This is an optimization exercise on Yosys and OpenROAD, whose aim is small area, a short achievable clock period and few clock cycles per item, not a production implementation. Function was checked by simulation only, so behaviour that the tests miss may differ from the original. Power figures rest on the tool's default switching activity, not on a simulated workload.

<file path="design/flow/flow/run.sh">
#!/bin/bash
# Standard ORFS layout, with plain buf_1 cells on the ports instead of the
# delay buffers buffer_ports picks by default, and the delay-cell families
# kept out of the post-synthesis repairs. Synthesis is the standard one.
set -euo pipefail
PLAT_DONT_USE=$(make -s -C "$FLOW_HOME" DESIGN_CONFIG="$FLOW_CONFIG" print-DONT_USE_CELLS 2>/dev/null | sed -n 's/^DONT_USE_CELLS: //p')
EXTRA="sky130_fd_sc_hd__clkdlybuf4s15_1 sky130_fd_sc_hd__clkdlybuf4s15_2 sky130_fd_sc_hd__clkdlybuf4s18_1 sky130_fd_sc_hd__clkdlybuf4s18_2 sky130_fd_sc_hd__clkdlybuf4s25_1 sky130_fd_sc_hd__clkdlybuf4s25_2 sky130_fd_sc_hd__clkdlybuf4s50_1 sky130_fd_sc_hd__clkdlybuf4s50_2 sky130_fd_sc_hd__dlygate4sd1_1 sky130_fd_sc_hd__dlygate4sd2_1 sky130_fd_sc_hd__dlygate4sd3_1 sky130_fd_sc_hd__dlymetal6s2s_1 sky130_fd_sc_hd__dlymetal6s4s_1 sky130_fd_sc_hd__dlymetal6s6s_1"
echo "platform dont_use: $PLAT_DONT_USE" > flow_vars.log
bash standard.sh synth > synth.log 2>&1
bash standard.sh "BUFFER_PORTS_ARGS=-buffer_cell sky130_fd_sc_hd__buf_1" "POST_FLOORPLAN_TCL=$PWD/flow/downsize.tcl" "DONT_USE_CELLS=$PLAT_DONT_USE $EXTRA" finish > layout.log 2>&1
</file>
<file path="design/flow/flow/downsize.tcl">
# Post-floorplan hook: set every combinational cell that synthesis mapped
# at a larger drive strength back to drive 1 (same function), so that the
# repair steps that follow upsize only what timing needs. Registers, ties
# and buffers are left alone.
set db [ord::get_db]
set n 0
foreach inst [[ord::get_db_block] getInsts] {
  set m [[$inst getMaster] getName]
  if {[regexp {^sky130_fd_sc_hd__(a21oi|o21ai|a21o|o21a|nand2|nor2|nand3|nor3|nand4|nor4|a22oi|o22ai|a211oi|o211ai|a31oi|o31ai|mux2i|xor2|xnor2|inv)_(2|4)$} $m -> fam drv]} {
    set small [$db findMaster sky130_fd_sc_hd__${fam}_1]
    if {$small ne "NULL" && $small ne ""} {
      $inst swapMaster $small
      incr n
    }
  }
}
puts "downsize.tcl: set $n cells to drive 1"
</file>
<file path="design/flow/standard.sh">
#!/bin/bash
# synth_recipe.tcl (not shown) runs the flow's synth.tcl, then flattens the netlist and writes it again
# the make line also repeats each setting of config.mk as NAME=value (left out here)
make -C /OpenROAD-flow-scripts/flow DESIGN_CONFIG=/design/flow/config.mk WORK_HOME=/design/flow/orfs CLKGATE_MAP_FILE= SYNTH_SCRIPT=/design/flow/synth_recipe.tcl "${@:-finish}"
</file>
<file path="design/flow/config.mk">
export PLATFORM = sky130hd
export DESIGN_NAME = mmu_bounds_guard
export DESIGN_NICKNAME = mmu_bounds_guard
export VERILOG_FILES = /design/flow/design.v
export SDC_FILE = /design/flow/constraint.sdc
export NUM_CORES = 4
export LEC_CHECK = 0
export CAP_MARGIN = 20
export CORE_MARGIN = 2
export CORE_UTILIZATION = 45
export CTS_BUF_LIST = sky130_fd_sc_hd__clkbuf_4 sky130_fd_sc_hd__clkbuf_8
export SETUP_SLACK_MARGIN = 2.8
export SLEW_MARGIN = 20
export SYNTH_HIERARCHICAL = 1
</file>
<file path="design/flow/constraint.sdc">
create_clock -name core_clock -period 5.5 [get_ports {clk}]
set_input_delay 1.1000 -clock core_clock [delete_from_list [all_inputs] [get_ports {clk}]]
set_output_delay 1.1000 -clock core_clock [all_outputs]
set_load 0.01 [all_outputs]
</file>
<file path="design/flow/design.v">
package mmu_bounds_guard_pkg;
  localparam int ADDR_W_DEF = 26;
  localparam int SEL_W_DEF  = 4;
  localparam int NSEG_DEF   = 11;
  function automatic int levels(input int n);
    levels = (n <= 1) ? 0 : (n <= 2) ? 1 : (n <= 4) ? 2 : (n <= 8) ? 3 :
             (n <= 16) ? 4 : (n <= 32) ? 5 : 6;
  endfunction
endpackage
module mmu_bounds_table
#(
  parameter int ADDR_W = mmu_bounds_guard_pkg::ADDR_W_DEF,
  parameter int SEL_W  = mmu_bounds_guard_pkg::SEL_W_DEF,
  parameter int NSEG   = mmu_bounds_guard_pkg::NSEG_DEF
) (
  input  logic              clk,
  input  logic              rst,
  input  logic              we,
  input  logic [SEL_W-1:0]  sel,
  input  logic [31:0]       lower,
  input  logic [31:0]       upper,
  output logic [SEL_W-1:0]  active_sel,
  output logic              dead,
  output logic              fresh,
  output logic [ADDR_W-1:0] lo,
  output logic [ADDR_W-1:0] hi,
  output logic              hi_big
);
  logic [SEL_W-1:0]  act_q;
  logic              dead_q;
  logic              fresh_q;
  logic [ADDR_W-1:0] lo_q;
  logic [ADDR_W-1:0] hi_q;
  logic              hi_big_q;
  always_ff @(posedge clk or posedge rst) begin
    if (rst) begin
      act_q   <= '0;
      dead_q  <= 1'b1;
      fresh_q <= 1'b1;
    end else if (we) begin
      act_q   <= sel;
      dead_q  <= (32'(sel) >= NSEG) || (lower[31:ADDR_W] != '0);
      fresh_q <= 1'b0;
    end
  end
  always_ff @(posedge clk) begin
    if (we) begin
      lo_q     <= lower[ADDR_W-1:0];
      hi_q     <= upper[ADDR_W-1:0];
      hi_big_q <= upper[31:ADDR_W] != '0;
    end
  end
  assign active_sel = act_q;
  assign dead       = dead_q;
  assign fresh      = fresh_q;
  assign lo         = lo_q;
  assign hi         = hi_q;
  assign hi_big     = hi_big_q;
endmodule
module mmu_bounds_check
#(
  parameter int W = mmu_bounds_guard_pkg::ADDR_W_DEF
) (
  input  logic [W-1:0] an,
  input  logic [W-1:0] lo,
  input  logic [W-1:0] hi,
  input  logic         hi_big,
  input  logic         dead,
  input  logic         fresh,
  output logic         pass
);
  localparam int LV = mmu_bounds_guard_pkg::levels(W);
  logic [W-1:0] g_lo, l_lo;
  logic [W-1:0] g_hi, l_hi;
  for (genvar i = 0; i < W; i++) begin : g_bit
    mmu_bounds_nor2  u_g_lo (.a(an[i]), .b(lo[i]), .y(g_lo[i]));
    mmu_bounds_nand2 u_l_lo (.a(an[i]), .b(lo[i]), .y(l_lo[i]));
    mmu_bounds_nand2 u_g_hi (.a(hi[i]), .b(an[i]), .y(g_hi[i]));
    mmu_bounds_nor2  u_l_hi (.a(hi[i]), .b(an[i]), .y(l_hi[i]));
  end
  logic rl_lo, rl_hi;
  mmu_bounds_lt_tree #(.W(W), .KIND_A(1)) u_t_lo (.g(g_lo), .l(l_lo), .rl(rl_lo));
  mmu_bounds_lt_tree #(.W(W), .KIND_A(0)) u_t_hi (.g(g_hi), .l(l_hi), .rl(rl_hi));
  localparam bit ROOT_A_LO = (LV % 2 == 0);
  localparam bit ROOT_A_HI = (LV % 2 == 1);
  logic ge_lo, ge_hi, zero;
  assign ge_lo = ROOT_A_LO ? rl_lo : ~rl_lo;
  assign ge_hi = ROOT_A_HI ? rl_hi : ~rl_hi;
  mmu_bounds_and_all #(.W(W)) u_zero (.a(an), .y(zero));
  assign pass = (fresh & zero) | (~dead & ge_lo & (hi_big | ge_hi));
endmodule
module mmu_bounds_lt_tree
#(
  parameter int W      = mmu_bounds_guard_pkg::ADDR_W_DEF,
  parameter bit KIND_A = 1'b1
) (
  input  logic [W-1:0] g,
  input  logic [W-1:0] l,
  output logic         rl
);
  localparam int LV = mmu_bounds_guard_pkg::levels(W);
  logic [W-1:0] gl [LV+1];
  logic [W-1:0] ll [LV+1];
  assign gl[0] = g;
  assign ll[0] = l;
  for (genvar k = 1; k <= LV; k++) begin : g_lvl
    localparam int N = (W + (1 << (k - 1)) - 1) >> (k - 1);   
    localparam bit A = KIND_A ^ ((k - 1) % 2 == 1);            
    for (genvar i = 0; i < N / 2; i++) begin : g_node
      if (A) begin : g_a
        mmu_bounds_node_a u_n (.g1(gl[k-1][2*i+1]), .l1(ll[k-1][2*i+1]),
                               .g0(gl[k-1][2*i]),   .l0(ll[k-1][2*i]),
                               .g(gl[k][i]), .l(ll[k][i]));
      end else begin : g_b
        mmu_bounds_node_b u_n (.g1(gl[k-1][2*i+1]), .l1(ll[k-1][2*i+1]),
                               .g0(gl[k-1][2*i]),   .l0(ll[k-1][2*i]),
                               .g(gl[k][i]), .l(ll[k][i]));
      end
    end
    if (N % 2 == 1) begin : g_odd
      mmu_bounds_inv u_ig (.a(gl[k-1][N-1]), .y(gl[k][N/2]));
      mmu_bounds_inv u_il (.a(ll[k-1][N-1]), .y(ll[k][N/2]));
    end
    if (N / 2 + N % 2 < W) begin : g_unused
      assign gl[k][W-1:N/2+N%2] = '0;
      assign ll[k][W-1:N/2+N%2] = '0;
    end
  end
  assign rl = ll[LV][0];
endmodule
module mmu_bounds_node_a (
  input  logic g1,
  input  logic l1,
  input  logic g0,
  input  logic l0,
  output logic g,
  output logic l
);
  assign g = ~(g1 | (l1 & g0));
  assign l = ~(l1 & (g1 | l0));
endmodule
module mmu_bounds_node_b (
  input  logic g1,
  input  logic l1,
  input  logic g0,
  input  logic l0,
  output logic g,
  output logic l
);
  assign g = ~(g1 & (l1 | g0));
  assign l = ~(l1 | (g1 & l0));
endmodule
module mmu_bounds_and_all
#(
  parameter int W = mmu_bounds_guard_pkg::ADDR_W_DEF
) (
  input  logic [W-1:0] a,
  output logic         y
);
  assign y = &a;
endmodule
module mmu_bounds_inv (
  input  logic a,
  output logic y
);
  assign y = ~a;
endmodule
module mmu_bounds_nor2 (
  input  logic a,
  input  logic b,
  output logic y
);
  assign y = ~(a | b);
endmodule
module mmu_bounds_nand2 (
  input  logic a,
  input  logic b,
  output logic y
);
  assign y = ~(a & b);
endmodule
module mmu_bounds_nand3 (
  input  logic a,
  input  logic b,
  input  logic c,
  output logic y
);
  assign y = ~(a & b & c);
endmodule
module mmu_bounds_mux2i
#(
  parameter int W = 1
) (
  input  logic [W-1:0] a,
  input  logic [W-1:0] b,
  input  logic         s,
  output logic [W-1:0] y
);
  assign y = ~(s ? b : a);
endmodule
module mmu_bounds_guard
#(
  parameter int ADDR_W = mmu_bounds_guard_pkg::ADDR_W_DEF,
  parameter int SEL_W  = mmu_bounds_guard_pkg::SEL_W_DEF,
  parameter int NSEG   = mmu_bounds_guard_pkg::NSEG_DEF
) (
  input  logic              clk,
  input  logic              rst,
  input  logic              we,
  input  logic [SEL_W-1:0]  sel,
  input  logic [31:0]       lower,
  input  logic [31:0]       upper,
  input  logic              req_valid,
  output logic              req_ready,
  input  logic [ADDR_W-1:0] req_addr,
  input  logic              req_wr,
  output logic              mem_valid,
  input  logic              mem_ready,
  output logic [ADDR_W-1:0] mem_addr,
  output logic              mem_wr,
  output logic              exc,
  output logic [ADDR_W-1:0] exc_addr,
  output logic [SEL_W-1:0]  exc_sel,
  input  logic              exc_ack
);
  logic [SEL_W-1:0]  act;
  logic              dead;
  logic              fresh;
  logic [ADDR_W-1:0] lo;
  logic [ADDR_W-1:0] hi;
  logic              hi_big;
  mmu_bounds_table #(
    .ADDR_W (ADDR_W),
    .SEL_W  (SEL_W),
    .NSEG   (NSEG)
  ) u_table (
    .clk        (clk),
    .rst        (rst),
    .we         (we),
    .sel        (sel),
    .lower      (lower),
    .upper      (upper),
    .active_sel (act),
    .dead       (dead),
    .fresh      (fresh),
    .lo         (lo),
    .hi         (hi),
    .hi_big     (hi_big)
  );
  logic              v_q;
  logic              pass_q;
  logic              chk_q;
  logic              busy_q;
  logic [ADDR_W-1:0] addr_q;
  logic              wr_q;
  logic [SEL_W-1:0]  sel_q;
  logic              free;
  logic              same;
  logic [ADDR_W-1:0] an;
  logic              pass;
  logic n_mv, n_ex;
  mmu_bounds_nand3 u_n_mv (.a(v_q), .b(pass_q),  .c(mem_ready), .y(n_mv));
  mmu_bounds_nand3 u_n_ex (.a(v_q), .b(!pass_q), .c(exc_ack),   .y(n_ex));
  mmu_bounds_nand3 u_rdy  (.a(busy_q), .b(n_mv), .c(n_ex), .y(req_ready));
  assign free = !busy_q || (v_q && (pass_q ? mem_ready : exc_ack));
  assign same = we && (sel == act);
  mmu_bounds_mux2i #(.W(ADDR_W)) u_amux (.a(req_addr), .b(addr_q), .s(chk_q), .y(an));
  mmu_bounds_check #(.W(ADDR_W)) u_check (
    .an     (an),
    .lo     (lo),
    .hi     (hi),
    .hi_big (hi_big),
    .dead   (dead),
    .fresh  (fresh),
    .pass   (pass)
  );
  always_ff @(posedge clk or posedge rst) begin
    if (rst) begin
      v_q    <= 1'b0;
      chk_q  <= 1'b0;
      busy_q <= 1'b0;
    end else if (chk_q) begin
      v_q    <= 1'b1;
      chk_q  <= 1'b0;
    end else if (free) begin
      v_q    <= req_valid && !same;
      chk_q  <= req_valid && same;
      busy_q <= req_valid;
    end
  end
  always_ff @(posedge clk) begin
    if (chk_q || free) begin
      pass_q <= pass;
    end
    if (free) begin
      addr_q <= req_addr;
      wr_q   <= req_wr;
      sel_q  <= act;
    end
  end
  assign mem_valid = v_q && pass_q;
  assign mem_addr  = addr_q;
  assign mem_wr    = wr_q;
  assign exc       = v_q && !pass_q;
  assign exc_addr  = addr_q;
  assign exc_sel   = sel_q;
endmodule
</file>
==> results.yml, run 1 <==
run_status:
  outcome: "timing/DRC/antenna clean"
clock_tree:
  clkTransAtPathRegs_ns: 0.08
  cts.sinks: 94
  clock_latency_ns: 0.35
  root_buffer: "clkbuf_8"
  cts-htree-levels: 3
  cts_made_buffers: 9
  cts.path.max_buffers: 2
  hold_buffers: 0
  cts_tree: "done"
critical_path:
  required_ns: 4.40
  r2r_slack_ns: 3.02
  critPathCaptureType: "output port"
  critPathMaxFanout: 2
  rr_worst_depth: 7
  worstSetupPathType: "in2out"
  crit_path_start: "mem_ready"
  cp.arrival_ns: 1.51
  r2r-end: "pass_q"
  crit_end: "req_ready"
  worst_setup_path_start_kind: "input port"
  reg2reg_from: "chk_q"
grt:
  grt_start_max_net_pins: 36
  antenna_found_initial: 0
  track_usage_pct: 17.1
  grt_pass1_wl_mm: 14.6
  grt_pass1_vias: 3136
  gr-total-overflow: 0
power_and_ir_drop:
  p_leak_nw: 1.84
  swShare_pct: 31.5
  pwr-share-seq_pct: 53.6
  peakVddDrop_v: 0.000132
  p_sw_uw: 607
  pwr-share-comb_pct: 22.7
  p_int_mw: 1.32
  total_power_mw: 1.93
  powerDensity_mw_per_mm2: 361
  p_clk_share_pct: 23.7
sta:
  setup_viol: 0
  finalSetupTns_ns: 0
  relSlewSlack_pct: 41.7
  clock_skew_ns: 0.0122
  period_needed_ns: 2.61
  post-route-period-util_pct: 47.5
  fmax_ghz: 0.383
  finalHoldWorstSlack_ns: 0.493
  rsz0062_at_grt: "no"
  tightest_slew_ns: 0.875
  report.final.slew_viol_count: 0
  finalHoldViolCount: 0
logic_synthesis:
  syn_nets: 501
  synth_area_sq_mm: 0.00468
  syn_inst: 400
  ys_warn_count: 18
  syn_area_per_cell_sq_um: 11.7
flow_run:
  cap_violations: 0
routing:
  dr.pass1.iters: 5
  avgViaCountPerCell: 5.03
  wl_per_cell_um: 14.0
  ant_nets: 0
  drc_errors: 0
  drt_wl_total_mm: 9.73
  vias: 3488
  drt_iter0_markers: 173
finish:
  regArea_sq_mm: 0.00278
  area_growth_pct: 14.1
  fillers: 948
  fin_nets: 654
  multi_input_area_sq_mm: 0.00147
  drive_gt1_share_pct: 8.24
  diodes: 0
  instances_no_fill: 694
die:
  chipWidth_um: 106
  dieArea_sq_mm: 0.0112
  core-area_sq_mm: 0.0102
  rows: 37
  die_h_um: 106
  pin_count: 161
  initial_core_util_pct: 45.7
worst_hold_path:
  holdPathStages: 1
  hold_path.class: "reg2reg"
placement:
  place_congestion: 0.753
  hpwlAfterDp_mm: 7.30
  place_inst: 668
  io_buffers: 160
-- cells in the final DEF, fill, tap and decap left out, types with 3 or more instances in the layout --
cell and instances:
mux2i_1 13, nand4_1 6, clkbuf_8 10, nand2_1 57, inv_1 11, mux2i_2 13
dfrtp_1 6, nand3_1 3, a21oi_1 47, o21ai_1 45, xnor2_1 3, edfxtp_1 85
nor2_1 55, buf_1 167, mux2_2 3
-- worst max-delay path, stage by stage --
cell,delay (ns)
buf_1,0.10
nand3_1,0.08
nand3_1,0.08
buf_1,0.15
-- metal layers --
metal  GRT usage (%)  vias up  part of all wire [%]
met2            28.7      142                    50
met1            21.7     1611                    42
met4            7.71        0                   1.3
met5               0        -                     0
met3            3.07       10                   6.1
li1                -     1725                     -
-- worst min path at each step --
| stage | start | to | slack, ns |
|---|---|---|---|
| after global placement | u_table.act_q[3] | sel_q[3] | 0.47 |
| after detailed placement | u_table.act_q[3] | sel_q[3] | 0.48 |
| final | u_table.fresh_q | u_table.fresh_q | 0.49 |
| after global routing | u_table.fresh_q | u_table.fresh_q | 0.51 |
| after CTS | u_table.act_q[3] | sel_q[3] | 0.50 |
| after floorplan | u_table.act_q[3] | sel_q[3] | 0.46 |
-- sequential cells by signal, summed over array words and instances, names as in the netlist --
name and flops:
addr_q 26, sel_q 4, v_q 1, u_table.lo_q 26, busy_q 1, pass_q 1, u_table.act_q 4, chk_q 1
u_table.hi_big_q 1, u_table.hi_q 26, wr_q 1, u_table.fresh_q 1, u_table.dead_q 1
-- power groups by stage --
stage	logic (mW)	registers, mW	clock network (mW)
floorplan	0.326	1.07	0
global placement	0.429	1.04	0
detailed placement	0.431	1.05	0
CTS	0.435	1.03	0.472
global route	0.493	1.05	0.500
finish	0.437	1.03	0.458
-- through the flow --
stage | util [%] | cell area [sq um] | setup WS, ns
4_1_cts | 51.2 | 5230 | 2.85
5_1_grt | 52.2 | 5340 | 2.80
3_5_place_dp | 49.1 | 5020 | 2.40
6_report | 52.2 | 5340 | 2.89
2_1_floorplan | - | 4680 | 2.84
3_3_place_gp | 49.1 | 5020 | 2.41
-- area by class of cell --
cell class | count | area share, %
Clock inverter | 5 | 1.13
Multi-Input combinational cell | 265 | 27.6
Clock buffer | 11 | 2.72
Sequential cell | 94 | 52.2
Timing Repair Buffer | 172 | 12.5
Inverter | 11 | 0.774
Tap cell | 136 | 3.19
-- repair_timing --
item | CTS | global route
cloned | 0 | 0
resized for setup | 2 | 15
endpoints found under the setup margin | 15 | 1
setup buffers | 0 | 10
Testbench counts, summed over its fixed seeds: cycles 16,058, items 16,000.
==> run 2, diff against run 1 <==
--- a/design/flow/design.v
+++ b/design/flow/design.v
@@ -22,4 +22,4 @@
   output logic [SEL_W-1:0]  active_sel,
-  output logic              dead,
-  output logic              fresh,
+  output logic              live,
+  output logic              written,
   output logic [ADDR_W-1:0] lo,
@@ -29,4 +29,4 @@
   logic [SEL_W-1:0]  act_q;
-  logic              dead_q;
-  logic              fresh_q;
+  logic              live_q;
+  logic              written_q;
   logic [ADDR_W-1:0] lo_q;
@@ -36,9 +36,9 @@
     if (rst) begin
-      act_q   <= '0;
-      dead_q  <= 1'b1;
-      fresh_q <= 1'b1;
+      act_q     <= '0;
+      live_q    <= 1'b0;
+      written_q <= 1'b0;
     end else if (we) begin
-      act_q   <= sel;
-      dead_q  <= (32'(sel) >= NSEG) || (lower[31:ADDR_W] != '0);
-      fresh_q <= 1'b0;
+      act_q     <= sel;
+      live_q    <= (32'(sel) < NSEG) && (lower[31:ADDR_W] == '0);
+      written_q <= 1'b1;
     end
@@ -53,4 +53,4 @@
   assign active_sel = act_q;
-  assign dead       = dead_q;
-  assign fresh      = fresh_q;
+  assign live       = live_q;
+  assign written    = written_q;
   assign lo         = lo_q;
@@ -67,4 +67,4 @@
   input  logic         hi_big,
-  input  logic         dead,
-  input  logic         fresh,
+  input  logic         live,
+  input  logic         written,
   output logic         pass
@@ -89,3 +89,3 @@
   mmu_bounds_and_all #(.W(W)) u_zero (.a(an), .y(zero));
-  assign pass = (fresh & zero) | (~dead & ge_lo & (hi_big | ge_hi));
+  assign pass = (~written & zero) | (live & ge_lo & (hi_big | ge_hi));
 endmodule
@@ -226,4 +226,4 @@
   logic [SEL_W-1:0]  act;
-  logic              dead;
-  logic              fresh;
+  logic              live;
+  logic              written;
   logic [ADDR_W-1:0] lo;
@@ -243,4 +243,4 @@
     .active_sel (act),
-    .dead       (dead),
-    .fresh      (fresh),
+    .live       (live),
+    .written    (written),
     .lo         (lo),
@@ -272,4 +272,4 @@
     .hi_big (hi_big),
-    .dead   (dead),
-    .fresh  (fresh),
+    .live    (live),
+    .written (written),
     .pass   (pass)
--- a/design/flow/config.mk
+++ b/design/flow/config.mk
@@ -9,4 +9,3 @@
 export CORE_MARGIN = 2
-export CORE_UTILIZATION = 45
-export CTS_BUF_LIST = sky130_fd_sc_hd__clkbuf_4 sky130_fd_sc_hd__clkbuf_8
+export CORE_UTILIZATION = 60
 export SETUP_SLACK_MARGIN = 2.8
==> run 2 against run 1 <==
Global-route usage up 4.1 points. Largest power group unchanged. Routed wire length down 3.1%. Maximum frequency about the same. Clock skew down 0.0024 ns. Synthesized area about the same. Still clean on timing, DRC and antenna. Combinational power up 0.9%. Register-to-register slack better by 0.07 ns. Sequential cell count unchanged. Critical endpoint unchanged. Critical path depth unchanged. Final cell count down 5.9%.
==> results.yml, run 2 <==
sta:
  finalHoldViolCount: 0
  report.final.slew_viol_count: 0
  rsz0062_at_grt: "no"
  finalSetupTns_ns: 0
  fmax_ghz: 0.383
  setup_viol: 0
  relSlewSlack_pct: 45.7
  period_needed_ns: 2.61
  post-route-period-util_pct: 47.5
  tightest_slew_ns: 0.815
  clock_skew_ns: 0.00973
routing:
  drt_iter0_markers: 221
  avgViaCountPerCell: 5.38
  drt_wl_total_mm: 9.43
  vias: 3511
  dr.pass1.iters: 7
  wl_met2_mm: 4.80
  wl_met1_mm: 3.86
  ant_nets: 0
  wl_met3_um: 554
  maxUsedRoutingLayer: "met4"
  wl_per_cell_um: 14.4
  drc_errors: 0
grt:
  grt_pass1_wl_mm: 13.7
  antenna_found_initial: 0
  track_usage_pct: 21.2
  grt_pass1_vias: 3101
  gr-total-overflow: 0
  grt_start_max_net_pins: 46
power_and_ir_drop:
  peakVddDrop_v: 0.000166
  p_leak_nw: 1.80
  powerDensity_mw_per_mm2: 357
  total_power_mw: 1.87
clock_tree:
  cts_tree: "done"
  root_buffer: "clkbuf_8"
  cts_made_buffers: 9
  clock_latency_ns: 0.36
  cts-htree-levels: 3
  cts.path.max_buffers: 2
  clkTransAtPathRegs_ns: 0.08
  hold_buffers: 0
  cts.sinks: 94
finish:
  diodes: 0
  mostFrequentLayoutCells: "161 x buf_1, 85 x edfxtp_1, 56 x nand2_1"
  drive_gt1_share_pct: 6.72
  final_common_cell: "buf_1"
  reg_top3: "addr_q: 26 flops, u_table.hi_q: 26 flops, u_table.lo_q: 26 flops"
  fin_nets: 647
  post-route-util_pct: 68.6
  fillers: 573
  instances_no_fill: 653
  area_growth_pct: 12.0
die:
  die_h_um: 92.3
  core-area_sq_mm: 0.00765
  chipWidth_um: 92.3
  pin_count: 161
  initial_core_util_pct: 61.2
  dieArea_sq_mm: 0.00853
  rows: 32
logic_synthesis:
  syn_nets: 500
  synth_area_sq_mm: 0.00468
  syn_area_per_cell_sq_um: 11.7
  syn_inst: 399
  ys_warn_count: 18
critical_path:
  worst_setup_path_start_kind: "input port"
  critPathCaptureType: "output port"
  critPathMaxFanout: 2
  required_ns: 4.40
  worstSetupPathType: "in2out"
  r2r_slack_ns: 3.09
  cp.arrival_ns: 1.51
placement:
  io_buffers: 160
  place_inst: 634
  place_congestion: 0.768
  hpwlAfterDp_mm: 7.05
worst_hold_path:
  hold_path.class: "reg2reg"
run_status:
  outcome: "timing/DRC/antenna clean"
flow_run:
  cap_violations: 0
[run 2: what timing repair did]
item / 4_1_cts / 5_1_grt
setup buffers: 0 / 3
resized for setup: 2 / 12
endpoints found under the setup margin: 11 / 8
[run 2: where the power goes]
group          total (mW)  internal (mW)  switching, mW
Combinational       0.441          0.150          0.291
Sequential           1.03          0.942         0.0894
Clock               0.398          0.162          0.236
Total                1.87           1.25          0.616
[run 2: worst paths after layout]
path,cells after the start,startpoint,endpoint
setup / recovery,4,exc_ack,req_ready
hold / removal,1,u_table.written_q,u_table.written_q
setup reg to reg,10,chk_q,pass_q
hold reg to reg,1,u_table.written_q,u_table.written_q
max in group asynchronous,2,rst,u_table.written_q
min in group asynchronous,2,rst,chk_q
[run 2: routing by layer]
metal,GRT usage (%),up-vias
li1,-,1704
met1,25.9,1638
met2,36.8,151
met3,3.42,18
met4,10.4,0
met5,0,-
[run 2: critical path, cell delays in order]
cell and delay (ns):
buf_1 0.09, nand3_1 0.08, nand3_1 0.09, buf_1 0.15
[run 2: cell type report]
| cell class | instances | area, sq um | share of cell area [%] |
|---|---|---|---|
| flip-flops and latches | 94 | 2780 | 53.1 |
| clock buffers | 10 | 128 | 2.43 |
| multi-input cells | 263 | 1460 | 27.9 |
| repair buffers | 165 | 654 | 12.5 |
| well taps | 102 | 128 | 2.43 |
| clock inverters | 6 | 38.8 | 0.740 |
| inverters | 13 | 48.8 | 0.931 |
[run 2: through the flow]
step / area (sq um) / setup WS, ns / hold WS [ns]
5_1_grt: 5240 / 2.83 / 0.524
2_1_floorplan: 4680 / 2.84 / 0.452
6_report: 5240 / 2.89 / 0.494
3_3_place_gp: 4990 / 2.44 / 0.473
3_5_place_dp: 4990 / 2.38 / 0.483
4_1_cts: 5160 / 2.87 / 0.501
Testbench counts of run 2, summed over its fixed seeds: cycles 16,058, items 16,000.
==> run 3, diff against run 2 <==
--- a/design/flow/config.mk
+++ b/design/flow/config.mk
@@ -9,3 +9,5 @@
 export CORE_MARGIN = 2
-export CORE_UTILIZATION = 60
+export CORE_UTILIZATION = 45
+export CTS_CLUSTER_DIAMETER = 100
+export CTS_CLUSTER_SIZE = 30
 export SETUP_SLACK_MARGIN = 2.8
==> run 3 against run 2 <==
Largest power group unchanged. Critical path depth is the same. Count of clock-buffer cells in the layout is the same. Sequential cell count is the same. Worst hold slack gained 0.00056 ns. Die area grew 32%. Core utilization shrank 17 points. Final area grew 0.55%. Sequential share of layout area shrank 0.29 points. Still clean on timing, DRC and antenna. Critical path type unchanged. Non-clock buffer count shrank 2.
==> results.yml, run 3 <==
grt:
  track_usage_pct: 16.7
  grt_start_max_net_pins: 35
  grt_pass1_wl_mm: 14.2
  gr-total-overflow: 0
  antenna_found_initial: 0
  grt_pass1_vias: 3082
die:
  core-area_sq_mm: 0.0102
  dieArea_sq_mm: 0.0112
  pin_count: 161
  die_h_um: 106
  rows: 37
  chipWidth_um: 106
  initial_core_util_pct: 45.8
logic_synthesis:
  synth_area_sq_mm: 0.00468
  syn_inst: 399
  syn_area_per_cell_sq_um: 11.7
  ys_warn_count: 18
  syn_nets: 500
finish:
  fin_nets: 645
  diodes: 0
  mostFrequentLayoutCells: "159 x buf_1, 85 x edfxtp_1, 57 x nand2_1"
  final_common_cell: "buf_1"
  drive_gt1_share_pct: 6.56
  final_area_sq_mm: 0.00527
  area_growth_pct: 12.6
  reg_top3: "addr_q: 26 flops, u_table.hi_q: 26 flops, u_table.lo_q: 26 flops"
clock_tree:
  cts_made_buffers: 9
  hold_buffers: 0
  root_buffer: "clkbuf_8"
  cts.sinks: 94
  cts.path.max_buffers: 2
  cts_tree: "done"
  clkTransAtPathRegs_ns: 0.09
  clock_latency_ns: 0.35
  cts-htree-levels: 3
placement:
  post-place-ws_ns: 2.31
  dpl-instance-area_sq_mm: 0.00504
  place_congestion: 0.761
  io_buffers: 160
  hpwlAfterDp_mm: 7.28
sta:
  clock_skew_ns: 0.00799
  fmax_ghz: 0.383
  period_needed_ns: 2.61
  setup_viol: 0
  post-route-period-util_pct: 47.4
  finalSetupTns_ns: 0
  setup_ws_ns: 2.89
  report.final.slew_viol_count: 0
  finalHoldViolCount: 0
  rsz0062_at_grt: "no"
  relSlewSlack_pct: 50.0
  tightest_slew_ns: 0.751
critical_path:
  cp.arrival_ns: 1.51
  slowest_delay_ns: 0.15
  required_ns: 4.40
  path_cells: "buf_1 > nand3_1 > nand3_1 > buf_1"
  critPathCaptureType: "output port"
  crit_family: "buffers and inverters"
  critical_path_buf_inv_count: 2
  worst_setup_path_start_kind: "input port"
  cp_slowest_cell: "buf_1"
  critPathMaxFanout: 2
  worstSetupPathType: "in2out"
power_and_ir_drop:
  p_clk_share_pct: 23.2
  powerDensity_mw_per_mm2: 362
  pwr-share-comb_pct: 22.9
  swShare_pct: 31.9
  p_sw_uw: 609
  pwr-share-seq_pct: 54.0
  peakVddDrop_v: 0.000144
  p_int_mw: 1.30
  p_leak_nw: 1.80
routing:
  dr.pass1.iters: 4
  drt_iter0_markers: 143
  drc_errors: 0
  avgViaCountPerCell: 4.95
  drt_wl_total_mm: 9.50
  vias: 3391
  wl_per_cell_um: 13.9
  ant_nets: 0
flow_run:
  cap_violations: 0
worst_hold_path:
  hold_path.class: "reg2reg"
run_status:
  outcome: "timing/DRC/antenna clean"
run 3: path summary, 6_finish.rpt:
| path | startpoint | to | slack [ns] | cells past startpoint |
|---|---|---|---|---|
| max | exc_ack | req_ready | 2.89 | 4 |
| min | u_table.act_q[3] | sel_q[3] | 0.49 | 0 |
| max reg2reg | chk_q | pass_q | 2.93 | 10 |
| min reg2reg | u_table.act_q[3] | sel_q[3] | 0.49 | 0 |
| max in group asynchronous | rst | u_table.act_q[1] | 4.65 | 2 |
| min in group asynchronous | rst | busy_q | 0.59 | 2 |
run 3: final cells by class:
class,count,area [sq um]
clock buffers,10,128
clock inverters,6,62.6
fillers,969,4960
inverters,13,48.8
multi-input cells,263,1460
flip-flops and latches,94,2780
well taps,136,170
repair buffers,163,623
run 3: routing by layer:
layer,up-vias,wire length (um),global-route usage (%)
met5,-,0,0
met4,0,211,6.39
met3,16,610,4.72
met2,127,4520,28.2
met1,1542,4160,20.2
li1,1706,-,-
run 3: through the flow:
stage	util (%)	hold slack, ns	std cells	power [mW]
4_1_cts	51.1	0.502	684	1.93
2_1_floorplan	-	0.452	399	1.39
6_report	51.5	0.495	685	1.91
5_1_grt	51.5	0.526	685	2.02
3_3_place_gp	49.2	0.482	668	1.48
3_5_place_dp	49.2	0.480	668	1.49
run 3: timing repair:
item / 4_1_cts / 5_1_grt
resized for setup: 2 / 10
buffers inserted: 0 / 1
gates cloned: 0 / 0
setup endpoints to repair: 17 / 1
run 3: power groups by stage:
| stage | clock [mW] | sequential (mW) | combinational [mW] |
|---|---|---|---|
| 2_1_floorplan | 0 | 1.07 | 0.326 |
| 4_1_cts | 0.458 | 1.03 | 0.439 |
| 5_1_grt | 0.487 | 1.05 | 0.487 |
| 6_report | 0.442 | 1.03 | 0.437 |
| 3_3_place_gp | 0 | 1.04 | 0.432 |
| 3_5_place_dp | 0 | 1.05 | 0.438 |
==> run 4, diff against run 3 <==
--- a/design/flow/config.mk
+++ b/design/flow/config.mk
@@ -11,3 +11,3 @@
 export CTS_CLUSTER_DIAMETER = 100
-export CTS_CLUSTER_SIZE = 30
+export CTS_CLUSTER_SIZE = 20
 export SETUP_SLACK_MARGIN = 2.8
==> run 4 against run 3 <==
Still clean on timing, DRC and antenna. Global-route usage did not move. Count of clock-buffer cells in the layout did not move. Setup slack unchanged. Die area stayed put. Final area did not move. Critical path depth is the same. Non-clock buffer count unchanged. Maximum frequency unchanged. Core utilization is the same. Combinational power is essentially flat. Final cell count is the same. Largest cell class unchanged.
==> results.yml, run 4 <==
clock_tree:
  clock_latency_ns: 0.35
  cts.sinks: 94
  root_buffer: "clkbuf_8"
  cts_tree: "done"
  clkTransAtPathRegs_ns: 0.09
  cts_made_buffers: 9
  cts-htree-levels: 3
  cts.path.max_buffers: 2
grt:
  track_usage_pct: 16.7
  grt_start_max_net_pins: 35
  antenna_found_initial: 0
  grt_pass1_vias: 3082
  gr-total-overflow: 0
  grt_pass1_wl_mm: 14.2
routing:
  wl_met3_um: 610
  avgViaCountPerCell: 4.95
  wl_met2_mm: 4.52
  wl_met1_mm: 4.16
  maxUsedRoutingLayer: "met4"
  drc_errors: 0
  wl_per_cell_um: 13.9
  drt_wl_total_mm: 9.50
  ant_nets: 0
  drt_iter0_markers: 143
  vias: 3391
  dr.pass1.iters: 4
power_and_ir_drop:
  total_power_mw: 1.91
  peakVddDrop_v: 0.000144
  p_leak_nw: 1.80
  powerDensity_mw_per_mm2: 362
die:
  rows: 37
  core-area_sq_mm: 0.0102
  chipWidth_um: 106
  die_h_um: 106
  dieArea_sq_mm: 0.0112
  initial_core_util_pct: 45.8
  pin_count: 161
logic_synthesis:
  syn_inst: 399
  syn_nets: 500
  ys_warn_count: 18
  syn_area_per_cell_sq_um: 11.7
  synth_area_sq_mm: 0.00468
sta:
  report.final.slew_viol_count: 0
  clock_skew_ns: 0.00799
  finalHoldViolCount: 0
  rsz0062_at_grt: "no"
  fmax_ghz: 0.383
  relSlewSlack_pct: 50.0
  period_needed_ns: 2.61
  finalHoldWorstSlack_ns: 0.495
  finalSetupTns_ns: 0
  tightest_slew_ns: 0.751
  post-route-period-util_pct: 47.4
  setup_viol: 0
finish:
  fin_nets: 645
  fillers: 969
  mostFrequentLayoutCells: "159 x buf_1, 85 x edfxtp_1, 57 x nand2_1"
  final_common_cell: "buf_1"
  drive_gt1_share_pct: 6.56
  reg_top3: "addr_q: 26 flops, u_table.hi_q: 26 flops, u_table.lo_q: 26 flops"
  regArea_sq_mm: 0.00278
  area_growth_pct: 12.6
  instances_no_fill: 685
  diodes: 0
  multi_input_area_sq_mm: 0.00146
  final_area_sq_mm: 0.00527
critical_path:
  required_ns: 4.40
  worstSetupPathType: "in2out"
  critPathCaptureType: "output port"
  critPathMaxFanout: 2
  cp.arrival_ns: 1.51
  worst_setup_path_start_kind: "input port"
placement:
  place_inst: 668
  place_congestion: 0.761
  hpwlAfterDp_mm: 7.28
  dpl-instance-area_sq_mm: 0.00504
  io_buffers: 160
worst_hold_path:
  hold_path.class: "reg2reg"
flow_run:
  cap_violations: 0
run_status:
  outcome: "timing/DRC/antenna clean"
-- run 4: cell counts in the layout (fill, tap and decap cells not counted) --
No cell type changed its count.
-- run 4: repair_timing --
action,CTS,global route
gates resized for setup,2,10
setup endpoints to repair,17,1
hold buffers,0,0
endpoints found under the hold margin,0,0
buffers inserted,0,1
-- run 4: worst max-delay path: stages --
cell and delay, ns:
buf_1 0.09, nand3_1 0.08, nand3_1 0.09, buf_1 0.15
-- run 4: where the power goes --
part,total (mW),internal [mW],switching [mW]
sequential,1.03,0.942,0.0881
combinational,0.437,0.149,0.288
clock,0.442,0.209,0.233
total,1.91,1.30,0.609
-- run 4: worst paths after layout --
check                      slack, ns  depth (start not counted)               end        startpoint
min                             0.49                          0          sel_q[3]  u_table.act_q[3]
max                             2.89                          4         req_ready           exc_ack
min reg2reg                     0.49                          0          sel_q[3]  u_table.act_q[3]
min in group asynchronous       0.59                          2            busy_q               rst
max reg2reg                     2.93                         10            pass_q             chk_q
max in group asynchronous       4.65                          2  u_table.act_q[1]               rst
-- run 4: per-stage QoR --
stage          util [%]  worst slack (ns)
3_3_place_gp       49.2              2.38
3_5_place_dp       49.2              2.31
6_report           51.5              2.89
2_1_floorplan         -              2.84
5_1_grt            51.5              2.81
4_1_cts            51.1              2.79
-- run 4: cell type report --
class | instances | share of cell area (%)
Clock buffer | 10 | 2.42
Timing Repair Buffer | 163 | 11.8
Clock inverter | 6 | 1.19
Inverter | 13 | 0.926
Multi-Input combinational cell | 263 | 27.7
Sequential cell | 94 | 52.8
Tap cell | 136 | 3.23
-- run 4: per-layer routing --
metal | up-vias | global-route usage (%)
met5 | - | 0
met4 | 0 | 6.39
met3 | 16 | 4.72
met2 | 127 | 28.2
met1 | 1542 | 20.2
li1 | 1706 | -
==> run 5, diff against run 4 <==
--- a/design/flow/config.mk
+++ b/design/flow/config.mk
@@ -10,5 +10,3 @@
 export CORE_UTILIZATION = 45
-export CTS_CLUSTER_DIAMETER = 100
-export CTS_CLUSTER_SIZE = 20
-export SETUP_SLACK_MARGIN = 2.8
+export SETUP_SLACK_MARGIN = 2.85
 export SLEW_MARGIN = 20
==> run 5 against run 4 <==
Routed wire length decreased by 0.16%. Final cell count grew 0.58%. Maximum frequency barely moved. First-iteration DRC count shrank 14%. Count of clock-buffer cells in the layout did not move. Non-clock buffer count increased by 4. Clock skew about the same. Combinational power about the same. Still clean on timing, DRC and antenna.
==> results.yml, run 5 <==
run_status:
  outcome: "timing/DRC/antenna clean"
sta:
  fmax_ghz: 0.383
  tightest_slew_ns: 0.757
  report.final.slew_viol_count: 0
  clock_skew_ns: 0.00838
  rsz0062_at_grt: "no"
  finalSetupTns_ns: 0
  finalHoldWorstSlack_ns: 0.495
  finalHoldViolCount: 0
  setup_ws_ns: 2.89
  relSlewSlack_pct: 49.5
  post-route-period-util_pct: 47.4
  setup_viol: 0
  period_needed_ns: 2.61
grt:
  gr-total-overflow: 0
  track_usage_pct: 16.7
  grt_pass1_wl_mm: 14.2
  grt_start_max_net_pins: 35
  antenna_found_initial: 0
  grt_pass1_vias: 3082
routing:
  dr.pass1.iters: 4
  avgViaCountPerCell: 4.90
  ant_nets: 0
  drt_wl_total_mm: 9.49
  drc_errors: 0
  drt_iter0_markers: 123
  wl_per_cell_um: 13.8
  vias: 3378
logic_synthesis:
  synth_area_sq_mm: 0.00468
  syn_area_per_cell_sq_um: 11.7
  syn_nets: 500
  ys_warn_count: 18
  syn_inst: 399
placement:
  place_inst: 668
  hpwlAfterDp_mm: 7.28
  io_buffers: 160
  dpl-instance-area_sq_mm: 0.00504
  place_congestion: 0.761
  post-place-ws_ns: 2.31
clock_tree:
  clkTransAtPathRegs_ns: 0.09
  root_buffer: "clkbuf_8"
  cts.path.max_buffers: 2
  cts_made_buffers: 9
  clock_latency_ns: 0.35
  cts_tree: "done"
  cts.sinks: 94
  cts-htree-levels: 3
die:
  rows: 37
  initial_core_util_pct: 45.8
  dieArea_sq_mm: 0.0112
  pin_count: 161
  chipWidth_um: 106
  core-area_sq_mm: 0.0102
  die_h_um: 106
critical_path:
  r2r-end: "pass_q"
  worstSetupPathType: "in2out"
  r2r_slack_ns: 3.11
  required_ns: 4.40
  critPathMaxFanout: 2
  worst_setup_path_start_kind: "input port"
  reg2reg_from: "chk_q"
  rr_worst_depth: 7
  cp.arrival_ns: 1.51
  crit_path_start: "exc_ack"
  critPathCaptureType: "output port"
finish:
  final_common_cell: "buf_1"
  mostFrequentLayoutCells: "160 x buf_1, 85 x edfxtp_1, 57 x nand2_1"
  fin_nets: 649
  instances_no_fill: 689
  final_area_sq_mm: 0.00532
  drive_gt1_share_pct: 7.41
  reg_top3: "addr_q: 26 flops, u_table.hi_q: 26 flops, u_table.lo_q: 26 flops"
  post-route-util_pct: 52.0
  diodes: 0
  area_growth_pct: 13.5
power_and_ir_drop:
  peakVddDrop_v: 0.000144
  total_power_mw: 1.91
  p_leak_nw: 1.83
  powerDensity_mw_per_mm2: 360
worst_hold_path:
  hold_path_end: "sel_q[3]"
  holdCritStartpoint: "u_table.act_q[3]"
  hold_path.class: "reg2reg"
  holdPathStages: 0
flow_run:
  cap_violations: 0
==> run 5: critical path: stages <==
cell	delay, ns
buf_1	0.09
nand3_1	0.08
nand3_1	0.09
buf_1	0.15
==> run 5: final cells by class <==
class,count,area (sq um)
Clock buffer,10,128
Inverter,13,48.8
Sequential cell,94,2780
Clock inverter,6,62.6
Timing Repair Buffer,167,659
Tap cell,136,170
Multi-Input combinational cell,263,1470
Fill cell,960,4920
==> run 5: worst max path at each step <==
stage,depth (start not counted),end,slack [ns]
after floorplan,6,pass_q,2.94
after global placement,5,sel_q[1],2.38
after detailed placement,5,sel_q[3],2.31
after CTS,6,pass_q,2.79
after global routing,4,req_ready,2.85
final,4,req_ready,2.89
==> run 5: report_power, final <==
group | internal [mW] | switching (mW) | leakage (nW)
sequential | 0.942 | 0.0871 | 0.944
combinational | 0.151 | 0.290 | 0.793
clock | 0.209 | 0.234 | 0.0899
==> run 5: what timing repair did <==
action,4_1_cts,5_1_grt
gates cloned,0,0
hold buffers,0,0
resized for setup,2,12
setup endpoints to repair,17,1
pin swaps,0,0
buffers inserted,0,5
==> run 5: metal layers <==
layer | part of all wire (%) | global-route usage [%] | wire, um | vias up
met4 | 2.0 | 6.39 | 187 | 0
met1 | 44 | 20.2 | 4180 | 1525
met3 | 6.3 | 4.72 | 598 | 14
met2 | 48 | 28.2 | 4520 | 126
li1 | - | - | - | 1713
met5 | 0 | 0 | 0 | -
==> run 6, diff against run 5 <==
--- a/design/flow/config.mk
+++ b/design/flow/config.mk
@@ -10,3 +10,3 @@
 export CORE_UTILIZATION = 45
-export SETUP_SLACK_MARGIN = 2.85
+export SETUP_SLACK_MARGIN = 2.75
 export SLEW_MARGIN = 20
==> run 6 against run 5 <==
Routed wire length is 0.16% higher. Maximum frequency hardly changed. First-iteration DRC count is 16% higher. Sequential power hardly changed. Clock power hardly changed. Still clean on timing, DRC and antenna. Die area stayed put. Clock skew hardly changed. Core utilization is 0.43 points lower.
==> results.yml, run 6 <==
sta:
  post-route-period-util_pct: 47.4
  finalSetupTns_ns: 0
  rsz0062_at_grt: "no"
  setup_ws_ns: 2.89
  report.final.slew_viol_count: 0
  clock_skew_ns: 0.00799
  finalHoldViolCount: 0
  period_needed_ns: 2.61
  relSlewSlack_pct: 50.0
  setup_viol: 0
  tightest_slew_ns: 0.751
  fmax_ghz: 0.383
grt:
  grt_pass1_wl_mm: 14.2
  grt_start_max_net_pins: 35
  gr-total-overflow: 0
  track_usage_pct: 16.7
  antenna_found_initial: 0
  grt_pass1_vias: 3082
finish:
  final_common_cell: "buf_1"
  post-route-util_pct: 51.5
  mostFrequentLayoutCells: "159 x buf_1, 85 x edfxtp_1, 57 x nand2_1"
  fillers: 969
  fin_nets: 645
  drive_gt1_share_pct: 6.56
  area_growth_pct: 12.6
  reg_top3: "addr_q: 26 flops, u_table.hi_q: 26 flops, u_table.lo_q: 26 flops"
  diodes: 0
critical_path:
  r2r-end: "pass_q"
  worstSetupPathType: "in2out"
  required_ns: 4.40
  cp.arrival_ns: 1.51
  reg2reg_from: "chk_q"
  path_cells: "buf_1 > nand3_1 > nand3_1 > buf_1"
  worst_setup_path_start_kind: "input port"
  rr_worst_depth: 10
  cp_slowest_cell: "buf_1"
  critPathMaxFanout: 2
  slowest_delay_ns: 0.15
  critPathCaptureType: "output port"
  r2r_slack_ns: 2.93
power_and_ir_drop:
  p_leak_nw: 1.80
  peakVddDrop_v: 0.000144
  pwr-share-seq_pct: 54.0
  p_int_mw: 1.30
  p_clk_share_pct: 23.2
  pwr-share-comb_pct: 22.9
  swShare_pct: 31.9
  p_sw_uw: 609
  powerDensity_mw_per_mm2: 362
die:
  dieArea_sq_mm: 0.0112
  core-area_sq_mm: 0.0102
  rows: 37
  initial_core_util_pct: 45.8
  pin_count: 161
  die_h_um: 106
  chipWidth_um: 106
routing:
  drc_errors: 0
  dr.pass1.iters: 4
  vias: 3391
  drt_iter0_markers: 143
  wl_per_cell_um: 13.9
  drt_wl_total_mm: 9.50
  avgViaCountPerCell: 4.95
  ant_nets: 0
run_status:
  outcome: "timing/DRC/antenna clean"
clock_tree:
  clock_latency_ns: 0.35
  cts_tree: "done"
  cts_made_buffers: 9
  cts-htree-levels: 3
  root_buffer: "clkbuf_8"
  hold_buffers: 0
  clkTransAtPathRegs_ns: 0.09
  cts.sinks: 94
  cts.path.max_buffers: 2
logic_synthesis:
  ys_warn_count: 18
  syn_inst: 399
  synth_area_sq_mm: 0.00468
  syn_area_per_cell_sq_um: 11.7
  syn_nets: 500
flow_run:
  cap_violations: 0
worst_hold_path:
  holdCritStartpoint: "u_table.act_q[3]"
  hold_path.class: "reg2reg"
  hold_path_end: "sel_q[3]"
  holdPathStages: 0
placement:
  post-place-ws_ns: 2.31
  hpwlAfterDp_mm: 7.28
  place_congestion: 0.761
  io_buffers: 160
run 6: stage by stage:
| step | area (sq um) | power, mW | std cells | hold slack (ns) |
|---|---|---|---|---|
| floorplan | 4680 | 1.39 | 399 | 0.452 |
| global placement | 5040 | 1.48 | 668 | 0.482 |
| detailed placement | 5040 | 1.49 | 668 | 0.480 |
| CTS | 5230 | 1.93 | 684 | 0.502 |
| global route | 5270 | 2.02 | 685 | 0.526 |
| finish | 5270 | 1.91 | 685 | 0.495 |
run 6: critical path, delay by kind of cell:
kind | cells | cell delay, ns
buffers and inverters | 2 | 0.24
and+or+nand+nor | 2 | 0.17
run 6: layout make-up:
| cell class | instances | area, sq um | area share (%) |
|---|---|---|---|
| Clock inverter | 6 | 62.6 | 1.19 |
| Clock buffer | 10 | 128 | 2.42 |
| Inverter | 13 | 48.8 | 0.926 |
| Multi-Input combinational cell | 263 | 1460 | 27.7 |
| Tap cell | 136 | 170 | 3.23 |
| Sequential cell | 94 | 2780 | 52.8 |
| Timing Repair Buffer | 163 | 623 | 11.8 |
run 6: timing repair:
action,4_1_cts,5_1_grt
cloned,0,0
endpoints found under the hold margin,0,0
endpoints found under the setup margin,17,1
resized for setup,2,10
setup buffers,0,1
run 6: worst max-delay path by stage:
| stage | start | end | slack (ns) |
|---|---|---|---|
| after floorplan | exc_ack | pass_q | 2.84 |
| after global placement | exc_ack | sel_q[1] | 2.38 |
| after detailed placement | exc_ack | sel_q[3] | 2.31 |
| after CTS | chk_q | pass_q | 2.79 |
| after global routing | req_addr[23] | pass_q | 2.81 |
| final | exc_ack | req_ready | 2.89 |
run 6: layer usage:
metal	track usage [%]	share of wire [%]	vias to the layer above
li1	-	-	1706
met1	20.2	44	1542
met2	28.2	48	127
met3	4.72	6.4	16
met4	6.39	2.2	0
met5	0	0	-
run 6: power by group through the flow:
stage	registers (mW)	clock network, mW	logic, mW
after global placement	1.04	0	0.432
final	1.03	0.442	0.437
after global routing	1.05	0.487	0.487
after CTS	1.03	0.458	0.439
after floorplan	1.07	0	0.326
after detailed placement	1.05	0	0.438
==> run 7, diff against run 6 <==
--- a/design/flow/config.mk
+++ b/design/flow/config.mk
@@ -10,3 +10,3 @@
 export CORE_UTILIZATION = 45
-export SETUP_SLACK_MARGIN = 2.75
+export SETUP_SLACK_MARGIN = 2.8
 export SLEW_MARGIN = 20
==> run 7 against run 6 <==
Power is the same. Synthesized area is the same. Die area is the same.
==> results.yml, run 7 <==
sta:
  relSlewSlack_pct: 50.0
  finalHoldViolCount: 0
  setup_viol: 0
  rsz0062_at_grt: "no"
  post-route-period-util_pct: 47.4
  finalSetupTns_ns: 0
  period_needed_ns: 2.61
  clock_skew_ns: 0.00799
  tightest_slew_ns: 0.751
  report.final.slew_viol_count: 0
  fmax_ghz: 0.383
die:
  initial_core_util_pct: 45.8
  rows: 37
  pin_count: 161
  dieArea_sq_mm: 0.0112
  chipWidth_um: 106
  die_h_um: 106
  core-area_sq_mm: 0.0102
critical_path:
  crit_path_start: "exc_ack"
  r2r_slack_ns: 2.93
  rr_worst_depth: 10
  slowest_delay_ns: 0.15
  critPathCaptureType: "output port"
  reg2reg_from: "chk_q"
  path_cells: "buf_1 > nand3_1 > nand3_1 > buf_1"
  critPathMaxFanout: 2
  timing.critical_path.depth: 4
  crit_end: "req_ready"
  r2r-end: "pass_q"
  cp.arrival_ns: 1.51
  crit_family: "buffers and inverters"
  worst_setup_path_start_kind: "input port"
  required_ns: 4.40
  cp_slowest_cell: "buf_1"
  critical_path_buf_inv_count: 2
  worstSetupPathType: "in2out"
logic_synthesis:
  syn_nets: 500
  ys_warn_count: 18
  syn_inst: 399
  syn_area_per_cell_sq_um: 11.7
  synth_area_sq_mm: 0.00468
finish:
  mostFrequentLayoutCells: "159 x buf_1, 85 x edfxtp_1, 57 x nand2_1"
  reg_top3: "addr_q: 26 flops, u_table.hi_q: 26 flops, u_table.lo_q: 26 flops"
  fillers: 969
  diodes: 0
  final_common_cell: "buf_1"
  instances_no_fill: 685
  drive_gt1_share_pct: 6.56
  area_growth_pct: 12.6
  fin_nets: 645
placement:
  io_buffers: 160
  place_congestion: 0.761
  hpwlAfterDp_mm: 7.28
  place_inst: 668
clock_tree:
  hold_buffers: 0
  cts.path.max_buffers: 2
  cts-htree-levels: 3
  cts.sinks: 94
  cts_made_buffers: 9
  clkTransAtPathRegs_ns: 0.09
  cts_tree: "done"
  root_buffer: "clkbuf_8"
  clock_latency_ns: 0.35
power_and_ir_drop:
  swShare_pct: 31.9
  p_int_mw: 1.30
  pwr-share-comb_pct: 22.9
  powerDensity_mw_per_mm2: 362
  total_power_mw: 1.91
  p_leak_nw: 1.80
  p_clk_share_pct: 23.2
  p_sw_uw: 609
  pwr-share-seq_pct: 54.0
  peakVddDrop_v: 0.000144
routing:
  drt_wl_total_mm: 9.50
  wl_per_cell_um: 13.9
  avgViaCountPerCell: 4.95
  drc_errors: 0
  vias: 3391
  ant_nets: 0
  dr.pass1.iters: 4
  drt_iter0_markers: 143
grt:
  grt_pass1_wl_mm: 14.2
  antenna_found_initial: 0
  busiest_layer: "met2"
  gr-total-overflow: 0
  met3_usage_pct: 4.72
  grtUsageMet1_pct: 20.2
  track_usage_pct: 16.7
  grt_start_max_net_pins: 35
  grt_pass1_vias: 3082
  grt_use_met2_pct: 28.2
worst_hold_path:
  holdCritStartpoint: "u_table.act_q[3]"
  hold_path.class: "reg2reg"
run_status:
  outcome: "timing/DRC/antenna clean"
flow_run:
  cap_violations: 0
[run 7: layer usage]
layer  vias to the layer above  wire, um  share of wire [%]
met5                         -         0                  0
met2                       127      4520                 48
met1                      1542      4160                 44
met4                         0       211                2.2
met3                        16       610                6.4
li1                       1706         -                  -
[run 7: how the worst min path moves through the flow]
stage                                    to  slack, ns  depth (start not counted)
after global routing               sel_q[3]       0.53                          0
after global placement             sel_q[1]       0.48                          0
after detailed placement           sel_q[3]       0.48                          0
after floorplan           u_table.written_q       0.45                          1
final                              sel_q[3]       0.49                          0
after CTS                          sel_q[3]       0.50                          0
[run 7: area by class of cell]
cell class                      count  area, sq um  area share (%)
Inverter                           13         48.8           0.926
Sequential cell                    94         2780            52.8
Clock buffer                       10          128            2.42
Timing Repair Buffer              163          623            11.8
Clock inverter                      6         62.6            1.19
Tap cell                          136          170            3.23
Multi-Input combinational cell    263         1460            27.7
[run 7: stage by stage]
stage | worst slack (ns) | hold WS, ns | cell area [sq um] | util, %
floorplan | 2.84 | 0.452 | 4680 | -
detailed placement | 2.31 | 0.480 | 5040 | 49.2
global placement | 2.38 | 0.482 | 5040 | 49.2
global route | 2.81 | 0.526 | 5270 | 51.5
finish | 2.89 | 0.495 | 5270 | 51.5
CTS | 2.79 | 0.502 | 5230 | 51.1
[run 7: repair_timing]
item,4_1_cts,5_1_grt
resized for setup,2,10
setup endpoints to repair,17,1
hold endpoints to repair,0,0
buffers inserted,0,1
[run 7: power by group through the flow]
stage	clock network (mW)	registers, mW	logic [mW]
floorplan	0	1.07	0.326
global placement	0	1.04	0.432
detailed placement	0	1.05	0.438
CTS	0.458	1.03	0.439
global route	0.487	1.05	0.487
finish	0.442	1.03	0.437
==> run 8, diff against run 7 <==
--- a/design/flow/config.mk
+++ b/design/flow/config.mk
@@ -10,2 +10,3 @@
 export CORE_UTILIZATION = 45
+export PLACE_DENSITY = 0.9
 export SETUP_SLACK_MARGIN = 2.8
==> run 8 against run 7 <==
First-iteration DRC count up 37%. Final cell count up 0.73%. Highest routed layer unchanged. Critical path type unchanged. Core utilization up 0.61 points. Count of clock-buffer cells in the layout unchanged. Largest power group unchanged. Global-route usage up 1.7 points. Sequential cell count unchanged. Clock power about the same. Die area unchanged. Combinational power up 3%. Via count up 5.1%. Non-clock buffer count up 5.
==> results.yml, run 8 <==
die:
  rows: 37
  die_h_um: 106
  initial_core_util_pct: 45.8
  chipWidth_um: 106
  core-area_sq_mm: 0.0102
  pin_count: 161
  dieArea_sq_mm: 0.0112
finish:
  diodes: 0
  drive_gt1_share_pct: 7.76
  instances_no_fill: 690
  area_growth_pct: 13.9
  mostFrequentLayoutCells: "163 x buf_1, 85 x edfxtp_1, 57 x nand2_1"
  final_common_cell: "buf_1"
  fin_nets: 650
  reg_top3: "addr_q: 26 flops, u_table.hi_q: 26 flops, u_table.lo_q: 26 flops"
logic_synthesis:
  ys_warn_count: 18
  synth_area_sq_mm: 0.00468
  syn_nets: 500
  syn_inst: 399
  syn_area_per_cell_sq_um: 11.7
power_and_ir_drop:
  p_sw_uw: 626
  pwr-share-seq_pct: 53.7
  pwr-share-comb_pct: 23.2
  peakVddDrop_v: 0.000144
  swShare_pct: 32.5
  p_clk_share_pct: 23.1
  p_leak_nw: 1.83
  p_int_mw: 1.30
  powerDensity_mw_per_mm2: 362
grt:
  antenna_found_initial: 0
  grt_pass1_vias: 3484
  grt_start_max_net_pins: 45
  gr-total-overflow: 0
  grt_pass1_wl_mm: 16.1
  track_usage_pct: 18.4
routing:
  drc_errors: 0
  vias: 3564
  wl_per_cell_um: 15.1
  drt_iter0_markers: 196
  avgViaCountPerCell: 5.17
  drt_wl_total_mm: 10.4
  ant_nets: 0
  dr.pass1.iters: 5
critical_path:
  reg2reg_from: "chk_q"
  cp.arrival_ns: 1.55
  worstSetupPathType: "in2out"
  required_ns: 4.40
  crit_path_start: "exc_ack"
  worst_setup_path_start_kind: "input port"
  critPathMaxFanout: 2
  critPathCaptureType: "output port"
sta:
  post-route-period-util_pct: 48.2
  rsz0062_at_grt: "yes"
  clock_skew_ns: 0.00651
  report.final.slew_viol_count: 0
  fmax_ghz: 0.377
  finalSetupTns_ns: 0
  setup_viol: 0
  relSlewSlack_pct: 36.7
  tightest_slew_ns: 0.949
  setup_ws_ns: 2.85
  period_needed_ns: 2.65
  finalHoldViolCount: 0
placement:
  place_inst: 668
  post-place-ws_ns: 2.35
  io_buffers: 160
  hpwlAfterDp_mm: 7.84
  place_congestion: 0.808
clock_tree:
  root_buffer: "clkbuf_8"
  cts_made_buffers: 9
  clock_latency_ns: 0.35
  cts-htree-levels: 3
  cts.sinks: 94
  cts_tree: "done"
  clkTransAtPathRegs_ns: 0.09
  hold_buffers: 0
  cts.path.max_buffers: 2
flow_run:
  cap_violations: 0
worst_hold_path:
  hold_path.class: "reg2reg"
  holdCritStartpoint: "u_table.written_q"
run_status:
  outcome: "timing/DRC/antenna clean"
[run 8: area by class of cell]
cell class	count	area [sq um]
clock buffer	10	128
clock inverter	6	62.6
fill	922	4900
inverter	13	48.8
multi-input combinational	263	1490
sequential	94	2780
tap	136	170
timing repair buffer	168	658
[run 8: power groups by stage]
stage          logic (mW)  registers (mW)  clock network, mW
6_report            0.448            1.04              0.445
5_1_grt             0.494            1.05              0.486
4_1_cts             0.441            1.04              0.453
3_5_place_dp        0.439            1.05                  0
3_3_place_gp        0.425            1.04                  0
2_1_floorplan       0.326            1.07                  0
[run 8: final timing paths]
| kind | end | slack [ns] | cells after the start |
|---|---|---|---|
| worst max-delay path | req_ready | 2.85 | 4 |
| worst max register to register | pass_q | 3.06 | 10 |
| min in group asynchronous | chk_q | 0.60 | 2 |
| max in group asynchronous | u_table.written_q | 4.66 | 2 |
| worst min-delay path | u_table.written_q | 0.49 | 1 |
| worst min register to register | u_table.written_q | 0.49 | 1 |
[run 8: critical path, cell delays in order]
cell	delay, ns
buf_1	0.12
nand3_1	0.10
nand3_1	0.09
buf_1	0.15
[run 8: metal layers]
metal | track usage, % | part of all wire (%)
met1 | 21.1 | 38
met4 | 7.33 | 2.5
met2 | 32.9 | 51
met3 | 4.48 | 7.9
met5 | 0 | 0
[run 8: what timing repair did]
action,4_1_cts,5_1_grt
endpoints found under the setup margin,17,18
gates cloned,0,0
endpoints found under the hold margin,0,0
gates resized for setup,2,17
setup buffers,0,6
[run 8: per-stage QoR]
step / utilization (%) / hold slack, ns / power, mW / instance area [sq um]
2_1_floorplan: - / 0.452 / 1.39 / 4680
3_3_place_gp: 49.2 / 0.465 / 1.47 / 5030
3_5_place_dp: 49.2 / 0.477 / 1.49 / 5030
4_1_cts: 51.1 / 0.499 / 1.93 / 5230
5_1_grt: 52.1 / 0.513 / 2.03 / 5330
6_report: 52.1 / 0.495 / 1.93 / 5330
==> run 9, diff against run 8 <==
--- a/design/flow/config.mk
+++ b/design/flow/config.mk
@@ -10,3 +10,3 @@
 export CORE_UTILIZATION = 45
-export PLACE_DENSITY = 0.9
+export PLACE_DENSITY = 0.75
 export SETUP_SLACK_MARGIN = 2.8
==> run 9 against run 8 <==
Die area unchanged. Sequential share of layout area increased by 0.074 points. Core utilization decreased by 0.073 points. Still clean on timing, DRC and antenna. First-iteration DRC count decreased by 24%. Final area decreased by 0.14%. Count of clock-buffer cells in the layout unchanged. Synthesized area unchanged. Clock skew increased by 0.0021 ns. Critical endpoint unchanged.
==> results.yml, run 9 <==
routing:
  avgViaCountPerCell: 5.10
  drt_iter0_markers: 149
  dr.pass1.iters: 4
  drc_errors: 0
  vias: 3507
  ant_nets: 0
  wl_per_cell_um: 14.9
  drt_wl_total_mm: 10.3
power_and_ir_drop:
  swShare_pct: 31.8
  peakVddDrop_v: 0.000177
  pwr-share-seq_pct: 52.2
  pwr-share-comb_pct: 22.6
  p_leak_nw: 1.83
  p_int_mw: 1.35
  p_sw_uw: 628
  powerDensity_mw_per_mm2: 371
  p_clk_share_pct: 25.2
clock_tree:
  cts_tree: "done"
  cts-htree-levels: 3
  clkTransAtPathRegs_ns: 0.09
  cts_made_buffers: 9
  clock_latency_ns: 0.36
  hold_buffers: 0
  cts.sinks: 94
  cts.path.max_buffers: 2
  root_buffer: "clkbuf_8"
sta:
  period_needed_ns: 2.61
  setup_viol: 0
  clock_skew_ns: 0.00858
  report.final.slew_viol_count: 0
  fmax_ghz: 0.383
  tightest_slew_ns: 1.00
  finalHoldViolCount: 0
  finalSetupTns_ns: 0
  post-route-period-util_pct: 47.4
  rsz0062_at_grt: "no"
  relSlewSlack_pct: 33.2
critical_path:
  cpMostUsedCell: "nand3_1"
  cp_slowest_cell: "clkbuf_2"
  reg2reg_from: "chk_q"
  rr_worst_depth: 7
  timing.critical_path.depth: 4
  critical_path_buf_inv_count: 2
  worstSetupPathType: "in2out"
  cp.arrival_ns: 1.51
  required_ns: 4.40
  slowest_delay_ns: 0.13
  r2r_slack_ns: 3.08
  worst_setup_path_start_kind: "input port"
  critPathCaptureType: "output port"
  path_cells: "buf_1 > nand3_1 > nand3_1 > clkbuf_2"
  crit_path_start: "exc_ack"
  r2r-end: "pass_q"
  critPathMaxFanout: 2
  crit_family: "buffers and inverters"
logic_synthesis:
  syn_nets: 500
  ys_warn_count: 18
  syn_area_per_cell_sq_um: 11.7
  syn_inst: 399
  synth_area_sq_mm: 0.00468
finish:
  drive_gt1_share_pct: 7.07
  reg_top3: "addr_q: 26 flops, u_table.hi_q: 26 flops, u_table.lo_q: 26 flops"
  final_common_cell: "buf_1"
  mostFrequentLayoutCells: "160 x buf_1, 85 x edfxtp_1, 57 x nand2_1"
  area_growth_pct: 13.8
  fin_nets: 648
  diodes: 0
  final_area_sq_mm: 0.00533
worst_hold_path:
  hold_path.class: "reg2reg"
  hold_path_end: "u_table.written_q"
  holdPathStages: 1
  holdCritStartpoint: "u_table.written_q"
die:
  dieArea_sq_mm: 0.0112
  rows: 37
  initial_core_util_pct: 45.8
  die_h_um: 106
  core-area_sq_mm: 0.0102
  pin_count: 161
  chipWidth_um: 106
placement:
  dpl-instance-area_sq_mm: 0.00503
  place_congestion: 0.818
  io_buffers: 160
  hpwlAfterDp_mm: 7.66
grt:
  gr-total-overflow: 0
  grt_pass1_vias: 3342
  grt_pass1_wl_mm: 15.5
  grt_start_max_net_pins: 47
  track_usage_pct: 18.0
  antenna_found_initial: 0
run_status:
  outcome: "timing/DRC/antenna clean"
flow_run:
  cap_violations: 0
==> run 9: layer usage <==
metal,wire length (um),GRT usage [%]
met1,4150,21.6
met2,5350,31.6
met3,629,4.54
met4,163,6.39
met5,0,0
==> run 9: power by group through the flow <==
stage / logic, mW / clock network (mW) / registers, mW
after floorplan: 0.326 / 0 / 1.07
after detailed placement: 0.440 / 0 / 1.05
final: 0.448 / 0.498 / 1.03
after CTS: 0.442 / 0.508 / 1.03
after global routing: 0.496 / 0.536 / 1.05
after global placement: 0.428 / 0 / 1.04
==> run 9: worst max path at each step <==
stage                       to  slack [ns]
4_1_cts        u_table.lo_q[2]        2.84
3_5_place_dp        addr_q[25]        2.31
6_report             req_ready        2.89
3_3_place_gp        addr_q[25]        2.44
2_1_floorplan           pass_q        2.84
5_1_grt              req_ready        2.82
==> run 9: worst register-to-register path: stages, from the launching register on <==
cell	delay (ns)
dfrtp_4	0.51
buf_12	0.16
mux2i_1	0.36
nand4_1	0.16
or4_1	0.59
nor4_1	0.31
inv_1	0.08
o32ai_2	0.09
==> run 9: what timing repair did <==
item                       CTS  global route
buffers inserted             0             4
setup endpoints to repair   16             2
resized for setup            2            11
==> run 9: cell type report <==
type                            count  area [sq um]
Inverter                           13          48.8
Timing Repair Buffer              166           654
Clock buffer                       10           128
Fill cell                         933          4900
Tap cell                          136           170
Sequential cell                    94          2780
Multi-Input combinational cell    263          1460
Clock inverter                      6          86.3
==> run 9: stage by stage <==
step	total power, mW	hold slack, ns	instances	setup WS, ns	util (%)
2_1_floorplan	1.39	0.452	399	2.84	-
3_3_place_gp	1.47	0.473	668	2.44	49.2
3_5_place_dp	1.49	0.485	668	2.31	49.2
4_1_cts	1.98	0.506	684	2.84	51.3
5_1_grt	2.08	0.522	688	2.82	52.1
6_report	1.98	0.506	688	2.89	52.1

afterwards: timing with drivers on the ports:
In the flow no input, the clock included, has a driving cell. The finished layouts below were timed again as built, in two steps. Step 1 sets driving cells, clkbuf_16 on the clock port and buf_2 on the other inputs (assumed; they add their load-dependent delay and slew). Step 2 adds t to the input delays and takes it off the output delays; t is the mean of the earliest and latest rising clock arrival at the registers after step 1. Input paths then give back, and output paths get back, about the clock's delay inside the block. Slacks: ideal ports / drivers / drivers and shift; pairs: ideal ports / drivers.
| run | shift t [ns] | setup slack, ns | clock arrival spread, ns | slew at the worst register clock pin (ns) | worst slew at a driven data input, ns |
|---|---|---|---|---|---|
| run 1 | 0.378 | 2.888 / 2.865 / 2.570 | 0.015 / 0.015 | 0.09 / 0.09 | 0.05 |
| run 2 | 0.388 | 2.889 / 2.864 / 2.589 | 0.012 / 0.012 | 0.09 / 0.09 | 0.05 |
| run 3 | 0.377 | 2.892 / 2.870 / 2.591 | 0.014 / 0.013 | 0.09 / 0.09 | 0.05 |
| run 4 | 0.377 | 2.892 / 2.870 / 2.591 | 0.014 / 0.013 | 0.09 / 0.09 | 0.05 |
| run 5 | 0.377 | 2.892 / 2.871 / 2.596 | 0.014 / 0.014 | 0.09 / 0.09 | 0.05 |
| run 6 | 0.377 | 2.892 / 2.870 / 2.591 | 0.014 / 0.013 | 0.09 / 0.09 | 0.05 |
| run 7 | 0.377 | 2.892 / 2.870 / 2.591 | 0.014 / 0.013 | 0.09 / 0.09 | 0.05 |
| run 8 | 0.376 | 2.851 / 2.810 / 2.562 | 0.011 / 0.010 | 0.09 / 0.09 | 0.05 |
| run 9 | 0.385 | 2.891 / 2.861 / 2.552 | 0.009 / 0.009 | 0.09 / 0.09 | 0.05 |
After both steps setup and hold are still met in every run listed. The setup slack of run 9, which loses most, moves by -0.030 ns with the drivers and by -0.339 ns with both steps.
